Source: an optimization exercise on an open RTL-to-GDS flow (aim: small area, a short achievable clock period and few clock cycles). Production flows keep margins and buffers that such runs may drop.
In this exercise RTL edits were held to simulation tests only and were not proved equivalent to the original.
Power is estimated from default activity; no workload was simulated.

Setup of build 82:
## square_multiply_modexp_trace
module square_multiply_modexp_trace #(
    parameter int unsigned EXP_WIDTH = 32,
    parameter int unsigned MOD_WIDTH = 32
) (
    input  logic         i_clk,
    input  logic         i_rst_n,
    input  logic         s_axis_tvalid,
    output logic         s_axis_tready,
    input  logic [95:0]  s_axis_tdata,
    output logic         m_axis_tvalid,
    input  logic         m_axis_tready,
    output logic [71:0]  m_axis_tdata,
    output logic         m_axis_tuser,
    output logic         m_axis_tlast
);
    logic q_idle, q_red, q_sqr, q_mul;
    logic [31:0] r_m;      
    logic [32:0] r_e;      
    logic        r_ez;     
    logic [31:0] r_b;      
    logic [31:0] r_acc;    
    logic [31:0] r_sq;     
    logic [4:0]  r_cnt;    
    logic        r_first;  
    logic        r_bz0;    
    logic [4:0]  r_row;
    logic        r_valid, r_bit, r_last, r_user;
    logic        r_sr, r_ar, r_ya, r_ys, r_bi;
    logic        r_srcb;   
    logic [31:0] w_r, w_y, w_res;
    assign w_r = ({32{r_sr}} & r_sq) | ({32{r_ar}} & r_acc);
    assign w_y = ({32{r_ya}} & r_acc) | ({32{r_ys}} & r_sq);
    smme_step u_step (
        .i_r(w_r), .i_b(r_bi), .i_y(w_y), .i_m(r_m),
        .o_r(w_res)
    );
    logic [31:0] w_src;
    logic [4:0]  w_lead, w_next;
    logic        w_last, w_xn, w_mskip, w_jump;
    assign w_mskip = q_sqr && r_srcb;
    assign w_src = r_srcb ? r_b : r_acc;           
    always_comb begin
        w_lead = 5'd0;
        for (int k = 1; k < 32; k++)
            if (w_src[k]) w_lead = 5'(k);
    end
    assign w_last = r_first ? (w_src[31:1] == 31'd0 || (q_red && r_bz0))
                            : (r_cnt == 5'd0);
    assign w_jump = w_mskip && w_lead != 5'd0;
    assign w_next = (r_first || w_mskip ? w_lead : r_cnt) - 5'd1;
    assign w_xn   = w_src[w_next];
    logic w_op, w_hold, w_run, w_end, w_empty, w_tomul, w_emit, w_done, w_gosq, w_skip;
    logic w_ebit, w_elast;
    assign w_ebit  = r_e[32];                      
    assign w_elast = (r_e[31:0] == 32'h8000_0000);   
    assign w_op    = q_red | q_sqr | q_mul;
    assign w_hold  = r_valid && !m_axis_tready;    
    assign w_run   = w_op && !w_hold && !(q_red && w_last && !w_ebit && !r_ez);
    assign w_end   = w_run && w_last;
  ...
For scale: ~1400 cells after synthesis, ~190 flip-flops, about 180 I/O pins.
==> flow/config.mk <==
export PLATFORM = sky130hd
export DESIGN_NAME = square_multiply_modexp_trace
export DESIGN_NICKNAME = square_multiply_modexp_trace
export VERILOG_FILES = /design/flow/design.v
export SDC_FILE = /design/flow/constraint.sdc
export NUM_CORES = 4
export LEC_CHECK = 0
export CAP_MARGIN = 20
export CORE_MARGIN = 2
export CORE_UTILIZATION = 45
export CTS_BUF_LIST = sky130_fd_sc_hd__clkbuf_8
export CTS_CLUSTER_SIZE = 8
export PLACE_DENSITY = 0.7
export SETUP_SLACK_MARGIN = 5
export SLEW_MARGIN = 20
==> flow/constraint.sdc <==
create_clock -name core_clock -period 11.0 [get_ports {i_clk}]
set_input_delay 2.2000 -clock core_clock [delete_from_list [all_inputs] [get_ports {i_clk}]]
set_output_delay 2.2000 -clock core_clock [all_outputs]
set_load 0.01 [all_outputs]
standard.sh (not shown) runs the stock make flow with config.mk's settings and CLKGATE_MAP_FILE= SYNTH_SCRIPT=/design/flow/synth_recipe.tcl, a recipe that flattens the netlist after the stock synthesis.
==> flow/flow/run.sh <==
#!/bin/bash
# Layout flow: the standard layout (standard.sh, ORFS from synthesis to
# finish, unchanged synthesis), except that every input and output port gets
# a sky130_fd_sc_hd__buf_1 as its port buffer instead of the default cell that
# buffer_ports picks. The full output goes to standard.log in the work folder;
# ORFS keeps each step's own log under orfs/logs.
set -euo pipefail
bash standard.sh "BUFFER_PORTS_ARGS=-buffer_cell sky130_fd_sc_hd__buf_1" finish > standard.log 2>&1
Testbench counts of build 82, summed over its fixed seeds: cycles 105,102.
#### Input delta (build 57 over build 82)
Settings: a change of PLACE_DENSITY from 0.7 to 0.8; a change of CORE_UTILIZATION from 45 to 60.
==> summary.txt <==
- Build 57: full flow OK, the timing, DRC and antenna checks passed
- In the tables for build 57 and build 82, proportion of layout cells with a drive suffix above 1 reads lower with build 82.
- Delta (build 57 minus build 82): tightest slew margin relative to the limit saw a decrease, height of the die saw a decrease.
- Required arrival time at the worst endpoint: build 57 vs build 82, no meaningful difference
- Delta(worst hold slack, build 57 - build 82) > 0
- Diff build 82 -> build 57: sequential share of power -1.5 points, detailed-route vias per instance rose 0.35.
Inputs modified between build 57 and build 49:
Settings: PLACE_DENSITY now 0.7, was 0.8; CTS_CLUSTER_SIZE now 6, was 8; CORE_UTILIZATION now 45, was 60.
Notes after the runs:
The final layouts of build 49 and build 57 pass the timing, DRC and antenna checks. Relative to build 57, total area of multi-input combinational cells increased by 28 um2 in build 49. ~same proportion of cell area occupied by registers in build 49 and build 57. Met3 wire length in build 49 vs build 57: down 29%.

re-timing with driven ports:
How much do the figures lean on ideal ports? The routed layouts below were timed once more, with nothing changed but the port constraints.
Step 1 assumes that a clkbuf_16 drives the clock port and a buf_2 every other input.
Step 2 adds t to the input delays and takes it off the output delays; t is the mean of the earliest and latest rising clock arrival at the registers after step 1. Input paths then give back, and output paths get back, about the clock's delay inside the block.
Three values: ideal ports, drivers, drivers and shift; two values: the first two.
run | t (ns) | setup slack, ns | worst hold slack (ns) | latest minus earliest clock arrival (ns)
build 82 | 0.534 | 5.244 / 5.244 / 5.244 | 0.513 / 0.513 / 0.513 | 0.029 / 0.029
build 57 | 0.530 | 5.147 / 5.147 / 5.147 | 0.519 / 0.519 / 0.519 | 0.018 / 0.017
build 49 | 0.534 | 5.244 / 5.244 / 5.244 | 0.513 / 0.513 / 0.513 | 0.029 / 0.029
After both steps every run listed still meets setup and hold.
